What follows belongs to an exercise in optimizing a design on an open flow for small area, a short achievable clock period and few clock cycles per item; a production flow would make more cautious choices. In this exercise RTL edits were held to simulation tests only and were not proved equivalent to the original.

==> inputs of branch fjord <==
==> flow/design.v <==
`default_nettype none
module ysyx_22050243_mdu_ctrl #(
    parameter int XLEN = 64
) (
    input  logic            clk,
    input  logic            rst,
    input  logic            flush,
    input  logic            in_valid,
    output logic            in_ready,
    input  logic [2:0]      mdu_op,
    input  logic            is_w,
    input  logic [XLEN-1:0] src1,
    input  logic [XLEN-1:0] src2,
    output logic            out_valid,
    input  logic            out_ready,
    output logic [XLEN-1:0] result
);
    localparam int ND = 4;              
    localparam int SH = 2 * ND;         
    localparam int FW = 66 + SH;        
    localparam int NM = 64 / SH;        
    localparam int NW = 32 / SH;        
    localparam logic [2:0] E_IDLE  = 3'd0;
    localparam logic [2:0] E_MUL   = 3'd1;
    localparam logic [2:0] E_MFIN  = 3'd2;
    localparam logic [2:0] E_MADD2 = 3'd3;
    localparam logic [2:0] E_MADDX = 3'd4;
    localparam logic [2:0] E_DP    = 3'd5;
    localparam logic [2:0] E_DIV   = 3'd6;
    localparam logic [2:0] E_DFIN  = 3'd7;
    logic [2:0]   r_st, w_nst;
    logic         r_inrdy, r_outv;
    logic [2:0]   r_op;
    logic         r_weff;   
    logic [65:0]  X;        
    logic [63:0]  Y;        
    logic [65:0]  H;        
    logic [65:0]  C;        
    logic [1:0]   r_cy;     
    logic [ND-1:0] r_one, r_two, r_neg;   
    logic         r_first;
    logic         r_corr;   
    logic [6:0]   r_cnt;
    logic [6:0]   r_ubA, r_lbB;   
    logic         r_sa, r_sb, r_skip;
    logic         f_mul, f_dp, f_div;
    logic         c_aH, c_bY, c_bX, c_bH, c_bC, c_bK, c_inv, c_ci, c_ciCy, c_fmtw, c_hld;
    function automatic logic [5:0] bitlen32(input logic [31:0] v);
        logic [3:0] gl [0:3];
        logic [5:0] bl;
        bl = '0;
        for (int g = 0; g < 4; g++) begin
            gl[g] = '0;
            for (int i = 0; i < 8; i++)
                if (v[8*g+i]) gl[g] = 4'(i + 1);
        end
        for (int g = 0; g < 4; g++)
            if (|v[8*g +: 8]) bl = 6'(8*g) + 6'(gl[g]);
        bitlen32 = bl;
    endfunction
    function automatic logic [6:0] sbitlen(input logic [63:0] x, input logic sg, input logic w);
        logic [63:0] v;
        logic [5:0]  hi, lo;
        v = x ^ {sg & x[63], x[63:1]};
        v[31] = w ? (x[31] & ~sg) : (x[31] ^ x[32]);
        hi = bitlen32(v[63:32]);
        lo = bitlen32(v[31:0]);
        sbitlen = (!w && |v[63:32]) ? 7'd32 + 7'(hi) : 7'(lo);
    endfunction
    function automatic logic [2*FW-1:0] csa(input logic [FW-1:0] a, input logic [FW-1:0] b,
                                            input logic [FW-1:0] c);
        logic [FW-1:0] s, m;
        s = a ^ b ^ c;
        m = (a & b) | (a & c) | (b & c);
        csa = {s, m[FW-2:0], 1'b0};
    endfunction
    function automatic logic [65:0] add66(input logic [65:0] a, input logic [65:0] b,
                                          input logic ci);
        logic [65:0] g, p, gg, pp, gn, pn;
        g  = a & b;
        p  = a ^ b;
        gg = g;
        pp = p;
        for (int k = 1; k < 66; k = k * 2) begin
            gn = gg;
            pn = pp;
            for (int i = k; i < 66; i++) begin
                gn[i] = gg[i] | (pp[i] & gg[i-k]);
                pn[i] = pp[i] & pp[i-k];
            end
            gg = gn;
            pp = pn;
        end
        add66[0] = p[0] ^ ci;
        for (int i = 1; i < 66; i++)
            add66[i] = p[i] ^ (gg[i-1] | (pp[i-1] & ci));
    endfunction
    localparam logic [FW-1:0] K_ROW = FW'((((1 << SH) - 1) - ((1 << SH) - 1) / 3)) << 65;
    localparam logic [FW-1:0] K_ONE = FW'(1) << 65;
    wire        w_mext = (r_op[2:1] == 2'b00) ? X[63] : 1'b0;
    wire [64:0] w_M    = {w_mext, X[63:0]};
    logic [FW-1:0] w_row [0:ND-1];
    always_comb begin
        for (int j = 0; j < ND; j++) begin
            logic [65:0] mag, pp;
            mag = ({66{r_one[j]}} & {w_M[64], w_M}) | ({66{r_two[j]}} & {w_M, 1'b0});
            pp  = mag ^ {66{r_neg[j]}};
            w_row[j] = FW'({~pp[65], pp[64:0]}) << (2 * j);
            if (j > 0) w_row[j][2*j-2] = r_neg[j-1];
        end
        w_row[0] = w_row[0] | K_ROW;
        w_row[1][1] = r_cy[1];
        if (ND > 2) w_row[2][0] = r_cy[0];
    end
    logic [FW-1:0] w_s, w_c, w_sin, w_cin;
    assign w_sin = r_first ? K_ONE : FW'(H);
    assign w_cin = FW'(C);
    generate
        if (ND == 4) begin : g_tree4
            logic [FW-1:0] a0, a1, a2, a3, b0, b1;
            always_comb begin
                {a0, a1} = csa(w_row[0], w_row[1], w_row[2]);
                {a2, a3} = csa(w_row[3], w_sin, w_cin);
                {b0, b1} = csa(a0, a1, a2);
                {w_s, w_c} = csa(b0, b1, a3);
            end
        end else begin : g_tree8
            logic [FW-1:0] a0, a1, a2, a3, a4, a5, b0, b1, b2, b3, c0, c1, d0, d1;
            always_comb begin
                {a0, a1} = csa(w_row[0], w_row[1], w_row[2]);
                {a2, a3} = csa(w_row[3], w_row[4], w_row[5]);
                {a4, a5} = csa(w_row[6], w_row[7], w_sin);
                {b0, b1} = csa(a0, a1, a2);
                {b2, b3} = csa(a3, a4, a5);
                {c0, c1} = csa(b0, b1, b2);
                {d0, d1} = csa(c0, c1, b3);
                {w_s, w_c} = csa(d0, d1, w_cin);
            end
        end
    endgenerate
    wire [SH+1:0] w_low = {2'b00, w_s[SH-1:0]} + {2'b00, w_c[SH-1:0]} +
                          ((SH+2)'(r_neg[ND-1]) << (SH - 2));
    wire       w_mlast  = (r_cnt[2:0] == (r_weff ? 3'(NW - 1) : 3'(NM - 1)));
    wire       w_mlast1 = (r_cnt[2:0] == (r_weff ? 3'(NW - 2) : 3'(NM - 2)));
    wire       w_op0    = (r_op == 3'd0);
    wire [63:0] w_mlo   = {w_low[SH-1:0], Y[63:SH]};
    wire        w_op0d  = w_op0 & ~r_weff;    
    wire        w_isgn = ~mdu_op[0];
    wire        w_iw   = is_w & (mdu_op == 3'd0 | mdu_op[2]);
    wire        w_sgn  = ~r_op[0];
    wire [63:0] w_aext = !r_weff ? Y : {{32{w_sgn & Y[31]}}, Y[31:0]};
    wire [63:0] w_bext = !r_weff ? X[63:0] : {{32{w_sgn & X[31]}}, X[31:0]};
    wire [63:0] w_afmt = !r_weff ? Y : {{32{Y[31]}}, Y[31:0]};    
    wire        w_sa   = w_sgn & (r_weff ? Y[31] : Y[63]);
    wire        w_sb   = w_sgn & (r_weff ? X[31] : X[63]);
    wire [7:0]  w_d    = {1'b0, r_ubA} + {7'd0, w_sa} - {1'b0, r_lbB};
    wire        w_bz   = (w_bext == 64'd0);
    wire        w_dfin = w_bz | w_d[7];        
    wire        w_ng   = r_op[1] ? w_sa : (w_sa ^ w_sb);
    wire        w_skip = ~w_ng & (~r_weff | r_op[1:0] == 2'd2);   
    logic [65:0] w_pa, w_pb;
    always_comb begin
        w_pa = {66{c_aH}} & H;
        w_pb = ({66{f_dp}} & ({{2{w_sa}}, w_aext} ^ {66{w_sa}}))
             | ({66{c_bY}} & {2'b00, Y})
             | ({66{c_bX}} & X)
             | ({66{c_bH}} & {2'b00, H[63:0]})
             | ({66{c_bC}} & C)
             | {65'd0, c_bK};
        w_pb = w_pb ^ {66{c_inv}};
    end
    wire        w_pci  = c_ci | (c_ciCy & r_cy[0]) | (f_dp & w_sa);
    wire [65:0] w_psum = add66(w_pa, w_pb, w_pci);
    wire [63:0] w_pres = c_fmtw ? {{32{w_psum[31]}}, w_psum[31:0]} : w_psum[63:0];
    wire        w_q    = ~w_psum[65];
    wire    w_go   = ~r_outv | out_ready;               
    wire    w_acc  = in_valid & r_inrdy;
    logic [2:0] w_new;
    assign  w_new  = mdu_op[2] ? E_DP : E_MUL;
    wire    w_firstc = (r_st == E_DP) | ((r_st == E_MUL) & r_first);
    wire    w_stall  = w_firstc & ~w_go;
    logic w_final;    
    always_comb begin
        w_nst   = r_st;
        w_final = 1'b0;
        case (r_st)
            E_IDLE:  if (w_acc) w_nst = w_new;
            E_MUL: begin
                if (w_stall) ;
                else if (w_mlast) begin
                    if (w_op0d) begin
                        w_final = 1'b1;
                        w_nst   = w_acc ? w_new : E_IDLE;
                    end else w_nst = E_MFIN;
                end
            end
            E_MFIN: begin
                if (w_op0) begin
                    w_final = 1'b1;
                    w_nst   = w_acc ? w_new : E_IDLE;
                end else if (r_cy[1]) w_nst = E_MADD2;
                else if (r_corr) w_nst = E_MADDX;
                else begin
                    w_final = 1'b1;
                    w_nst   = w_acc ? w_new : E_IDLE;
                end
            end
            E_MADD2: begin
                if (r_corr) w_nst = E_MADDX;
                else begin
                    w_final = 1'b1;
                    w_nst   = w_acc ? w_new : E_IDLE;
                end
            end
            E_MADDX: begin
                w_final = 1'b1;
                w_nst   = w_acc ? w_new : E_IDLE;
            end
            E_DP: begin
                if (w_stall) ;
                else if (w_dfin) begin
                    w_final = 1'b1;
                    w_nst   = E_IDLE;
                end else w_nst = E_DIV;
            end
            E_DIV: begin
                if (r_cnt == 7'd0) begin
                    if (r_skip) begin
                        w_final = 1'b1;
                        w_nst   = w_acc ? w_new : E_IDLE;
                    end else w_nst = E_DFIN;
                end
            end
            E_DFIN: begin
                w_final = 1'b1;
                w_nst   = w_acc ? w_new : E_IDLE;
            end
            default: w_nst = E_IDLE;
        endcase
        if (flush) w_nst = E_IDLE;
    end
    logic w_nrdy;
    always_comb begin
        case (w_nst)
            E_IDLE:  w_nrdy = 1'b1;
            E_MUL:   w_nrdy = (r_st == E_MUL) & ~w_stall & w_op0d & w_mlast1;
            E_MFIN:  w_nrdy = w_op0 | (~w_low[SH+1] & ~r_corr);
            E_MADD2: w_nrdy = ~r_corr;
            E_MADDX: w_nrdy = 1'b1;
            E_DIV:   w_nrdy = (r_st == E_DP) ? (w_d[6:0] == 7'd0) & w_skip
                                             : (r_cnt == 7'd1) & r_skip;
            E_DFIN:  w_nrdy = 1'b1;
            default: w_nrdy = 1'b0;
        endcase
        if (flush) w_nrdy = 1'b1;
    end
    always_ff @(posedge clk or posedge rst) begin
        if (rst) begin
            r_st    <= E_IDLE;
            r_inrdy <= 1'b1;
            r_outv  <= 1'b0;
        end else begin
            r_st    <= w_nst;
            r_inrdy <= w_nrdy;
            r_outv  <= ~flush & ((r_outv & ~out_ready) | w_final);
        end
    end
    always_ff @(posedge clk) begin
        logic ng;
        f_mul <= (w_nst == E_MUL);
        f_dp  <= (w_nst == E_DP);
        f_div <= (w_nst == E_DIV);
        ng = r_op[1] ? r_sa : (r_sa ^ r_sb);
        c_aH   <= (w_nst == E_DIV) | (w_nst == E_MADD2) | (w_nst == E_MADDX) | (w_nst == E_MFIN);
        c_bY   <= (w_nst == E_DFIN) & ~r_op[1];
        c_bX   <= (w_nst == E_DIV) | (w_nst == E_MADDX);
        c_bH   <= (w_nst == E_DFIN) & r_op[1];
        c_bC   <= (w_nst == E_MFIN);
        c_bK   <= (w_nst == E_MADD2);
        c_inv  <= (w_nst == E_DFIN) & ng;
        c_ci   <= ((w_nst == E_DFIN) & ng) | ((w_nst == E_DIV) & ((r_st == E_DP) ? ~w_sb : ~r_sb)) |
                  (w_nst == E_MADD2);
        c_ciCy <= (w_nst == E_MFIN);
        c_fmtw <= (w_nst == E_DFIN) & r_weff;
        c_hld  <= (w_nst == E_DFIN) | (w_nst == E_MFIN) | (w_nst == E_MADD2) | (w_nst == E_MADDX);
    end
    logic [SH:0]   w_nb;
    logic [ND-1:0] w_none, w_ntwo, w_nneg;
    always_comb begin
        if (r_inrdy)                           w_nb = {src1[SH-1:0], 1'b0};
        else if ((r_st == E_MUL) & ~w_stall)   w_nb = {Y[2*SH-1:SH], Y[SH-1]};
        else                                   w_nb = {Y[SH-1:0], 1'b0};
        for (int j = 0; j < ND; j++) begin
            logic yp, y0, y1;
            yp = w_nb[2*j];
            y0 = w_nb[2*j+1];
            y1 = w_nb[2*j+2];
            w_none[j] = y0 ^ yp;
            w_ntwo[j] = (y1 & ~y0 & ~yp) | (~y1 & y0 & yp);
            w_nneg[j] = y1 & ~(y0 & yp);
        end
    end
    wire w_mstep = f_mul & ~w_stall;    
    always_ff @(posedge clk) begin
        r_first <= (w_nst == E_MUL) & ((r_st != E_MUL) | w_stall | w_final);
        r_one   <= w_none;
        r_two   <= w_ntwo;
        r_neg   <= w_nneg;
        C       <= (w_mstep & ~(w_mlast & w_op0d)) ? w_c[FW-1:SH] : 66'd0;
        r_cy    <= (w_mstep & ~(w_mlast & w_op0d)) ? w_low[SH+1:SH] : 2'b00;
        if (w_mstep) begin
            H     <= w_mlast & w_op0d ? {2'b00, w_mlo} : w_s[FW-1:SH];
            Y     <= {w_low[SH-1:0], Y[63:SH]};
            r_cnt <= r_cnt + 7'd1;
            if (r_first) r_corr <= (r_op == 3'd3) & Y[63];
        end
        if (f_dp & ~w_stall) begin
            X      <= ({{2{w_sb}}, w_bext} << w_d[6:0]) ^ {66{~w_sb}};
            Y      <= '0;
            r_cnt  <= w_d[6:0];
            r_sa   <= w_sa;
            r_sb   <= w_sb;
            r_skip <= w_skip;
            if (w_bz)        H <= r_op[1] ? {2'b00, w_afmt} : {66{1'b1}};
            else if (w_d[7]) H <= r_op[1] ? {2'b00, w_afmt} : 66'd0;
            else             H <= {2'b00, w_psum[63:0]};
        end
        if (f_div) begin
            Y     <= {Y[62:0], w_q};
            X     <= {X[65], X[65:1]};
            r_cnt <= r_cnt - 7'd1;
        end
        if (c_hld | (f_div & w_q)) H <= {2'b00, w_pres};
        if ((r_st == E_MFIN) & w_op0) H <= {2'b00, {32{Y[63]}}, Y[63:32]};
        if (f_div & r_skip & (r_cnt == 7'd0) & ~r_op[1]) H <= {2'b00, Y[62:0], w_q};
        if ((w_nst == E_MUL) & ((r_st != E_MUL) | w_stall | w_final)) r_cnt <= '0;
        if (r_inrdy) begin
            X[63:0] <= src2;
            Y       <= src1;
            r_op    <= mdu_op;
            r_weff  <= w_iw;
            r_ubA   <= sbitlen(src1, w_isgn, w_iw);
            r_lbB   <= sbitlen(src2, w_isgn, w_iw);
        end
    end
    assign in_ready  = r_inrdy;
    assign out_valid = r_outv;
    assign result    = H[63:0];
endmodule
`default_nettype wire
==> flow/run.sh <==
#!/bin/bash
# synth_recipe.tcl (not shown) runs the flow's synth.tcl, then flattens the netlist and writes it again
# the make line also repeats each setting of config.mk as NAME=value (left out here)
make -C /OpenROAD-flow-scripts/flow DESIGN_CONFIG=/design/flow/config.mk WORK_HOME=/design/flow/orfs CLKGATE_MAP_FILE= SYNTH_SCRIPT=/design/flow/synth_recipe.tcl finish
==> flow/config.mk <==
export PLATFORM = sky130hd
export DESIGN_NAME = ysyx_22050243_mdu_ctrl
export DESIGN_NICKNAME = ysyx_22050243_mdu_ctrl
export VERILOG_FILES = /design/flow/design.v
export SDC_FILE = /design/flow/constraint.sdc
export NUM_CORES = 4
export LEC_CHECK = 0
export CAP_MARGIN = 20
export CORE_MARGIN = 2
export CORE_UTILIZATION = 55
export SETUP_SLACK_MARGIN = 5
export SLEW_MARGIN = 20
==> flow/constraint.sdc <==
create_clock -name core_clock -period 10.0 [get_ports {clk}]
set_input_delay 2.0000 -clock core_clock [delete_from_list [all_inputs] [get_ports {clk}]]
set_output_delay 2.0000 -clock core_clock [all_outputs]
set_load 0.01 [all_outputs]
==> inputs of branch sierra, as changes to branch fjord <==
--- a/flow/design.v
+++ b/flow/design.v
@@ -144,6 +144,6 @@
     wire       w_mlast1 = (r_cnt[2:0] == (r_weff ? 3'(NW - 2) : 3'(NM - 2)));
     wire       w_op0    = (r_op == 3'd0);
-    wire [63:0] w_mlo   = {w_low[SH-1:0], Y[63:SH]};
-    wire        w_op0d  = w_op0 & ~r_weff;    
+    wire [63:0] w_mlo   = r_weff ? {{32{w_low[SH-1]}}, w_low[SH-1:0], Y[63:32+SH]}
+                                 : {w_low[SH-1:0], Y[63:SH]};
     wire        w_isgn = ~mdu_op[0];
     wire        w_iw   = is_w & (mdu_op == 3'd0 | mdu_op[2]);
@@ -189,5 +189,5 @@
                 if (w_stall) ;
                 else if (w_mlast) begin
-                    if (w_op0d) begin
+                    if (w_op0) begin
                         w_final = 1'b1;
                         w_nst   = w_acc ? w_new : E_IDLE;
@@ -196,8 +196,5 @@
             end
             E_MFIN: begin
-                if (w_op0) begin
-                    w_final = 1'b1;
-                    w_nst   = w_acc ? w_new : E_IDLE;
-                end else if (r_cy[1]) w_nst = E_MADD2;
+                if (r_cy[1])     w_nst = E_MADD2;
                 else if (r_corr) w_nst = E_MADDX;
                 else begin
@@ -244,6 +241,6 @@
         case (w_nst)
             E_IDLE:  w_nrdy = 1'b1;
-            E_MUL:   w_nrdy = (r_st == E_MUL) & ~w_stall & w_op0d & w_mlast1;
-            E_MFIN:  w_nrdy = w_op0 | (~w_low[SH+1] & ~r_corr);
+            E_MUL:   w_nrdy = (r_st == E_MUL) & ~w_stall & w_op0 & w_mlast1;
+            E_MFIN:  w_nrdy = ~w_low[SH+1] & ~r_corr;
             E_MADD2: w_nrdy = ~r_corr;
             E_MADDX: w_nrdy = 1'b1;
@@ -307,8 +304,8 @@
         r_two   <= w_ntwo;
         r_neg   <= w_nneg;
-        C       <= (w_mstep & ~(w_mlast & w_op0d)) ? w_c[FW-1:SH] : 66'd0;
-        r_cy    <= (w_mstep & ~(w_mlast & w_op0d)) ? w_low[SH+1:SH] : 2'b00;
+        C       <= (w_mstep & ~(w_mlast & w_op0)) ? w_c[FW-1:SH] : 66'd0;
+        r_cy    <= (w_mstep & ~(w_mlast & w_op0)) ? w_low[SH+1:SH] : 2'b00;
         if (w_mstep) begin
-            H     <= w_mlast & w_op0d ? {2'b00, w_mlo} : w_s[FW-1:SH];
+            H     <= w_mlast & w_op0 ? {2'b00, w_mlo} : w_s[FW-1:SH];
             Y     <= {w_low[SH-1:0], Y[63:SH]};
             r_cnt <= r_cnt + 7'd1;
@@ -332,5 +329,4 @@
         end
         if (c_hld | (f_div & w_q)) H <= {2'b00, w_pres};
-        if ((r_st == E_MFIN) & w_op0) H <= {2'b00, {32{Y[63]}}, Y[63:32]};
         if (f_div & r_skip & (r_cnt == 7'd0) & ~r_op[1]) H <= {2'b00, Y[62:0], w_q};
         if ((w_nst == E_MUL) & ((r_st != E_MUL) | w_stall | w_final)) r_cnt <= '0;
- CORE_UTILIZATION: 55 -> 45
==> run notes <==
============================================================================================
Arrival time reported for the critical path endpoint                                 5.61 ns
Basic-gate share of the synthesized area counting and, or, nand and nor cells          0.161
Worst reg2reg setup slack                                                            4.85 ns
Most instantiated cells after synthesis                                         540 x sky130_fd_sc_hd__nand2_1, 468 x sky130_fd_sc_hd__a21oi_1, 465 x sky130_fd_sc_hd__inv_1, 404 x sky130_fd_sc_hd__o21ai_0
Worst slack after detailed placement                                                 2.72 ns
Number of antenna violations at the first check in global routing                         21
Layout overhead on the synthesized area                                                17.8%
Outcome                                                             timing/DRC/antenna clean
Worst path max stage delay                                                           0.54 ns
Mean instance size in the synthesized netlist                                      7.85 um^2
============================================================================================
That was branch sierra.
==> run notes <==
============================================================================================
Number of tap cells added at floorplan                                                  1070
Sum of routed wire length over all layers                                          218000 um
Total die area                                                                    85100 um^2
Arrival time reported for the critical path endpoint                                 5.59 ns
Final number of hold-violating endpoints                                                   0
Post-synth cell types                                                                    104
TritonCTS clock tree                                                                    done
Worst slack after detailed placement                                                 2.82 ns
Number of max-slew violations in the final report                                          0
Number of global-route vias before repair                                              45.4k
Worst hold path stage count                                                                2
Mean instance size in the synthesized netlist                                      7.83 um^2
Outcome                                                             timing/DRC/antenna clean
Basic-gate share of the synthesized area counting and, or, nand and nor cells          0.166
Worst reg2reg setup slack                                                            4.87 ns
============================================================================================
That was branch fjord.
Testbench counts of branch fjord, summed over its fixed seeds: cycles 20,779, ops 2,400.
Testbench counts of branch sierra, summed over its fixed seeds: cycles 20,626, ops 2,400.

[port drivers added, routing unchanged]
How much do the figures lean on ideal ports? The routed layouts below were timed once more, with nothing changed but the port constraints.
Step 1 sets driving cells, clkbuf_16 on the clock port and buf_2 on the other inputs (assumed; they add their load-dependent delay and slew).
Step 2 times the ports against the registers' clock, not the clock port: input delays grow and output delays shrink by t, the midpoint of the rising clock arrivals with the driver on.
Three values: ideal, step 1, step 2; two values: the first two.
run	t (ns)	slack for setup (ns)	latest minus earliest clock arrival (ns)	worst slew at a driven data input, ns	pins driven straight from the clock port
branch fjord	0.691	4.874 / 4.874 / 4.354	0.025 / 0.025	0.06	1
branch sierra	0.704	4.845 / 4.845 / 4.393	0.044 / 0.044	0.06	1
After both steps setup and hold are still met in every run listed. The setup slack of branch fjord, which loses most, moves by 0.000 ns with the drivers and by -0.520 ns with both steps.
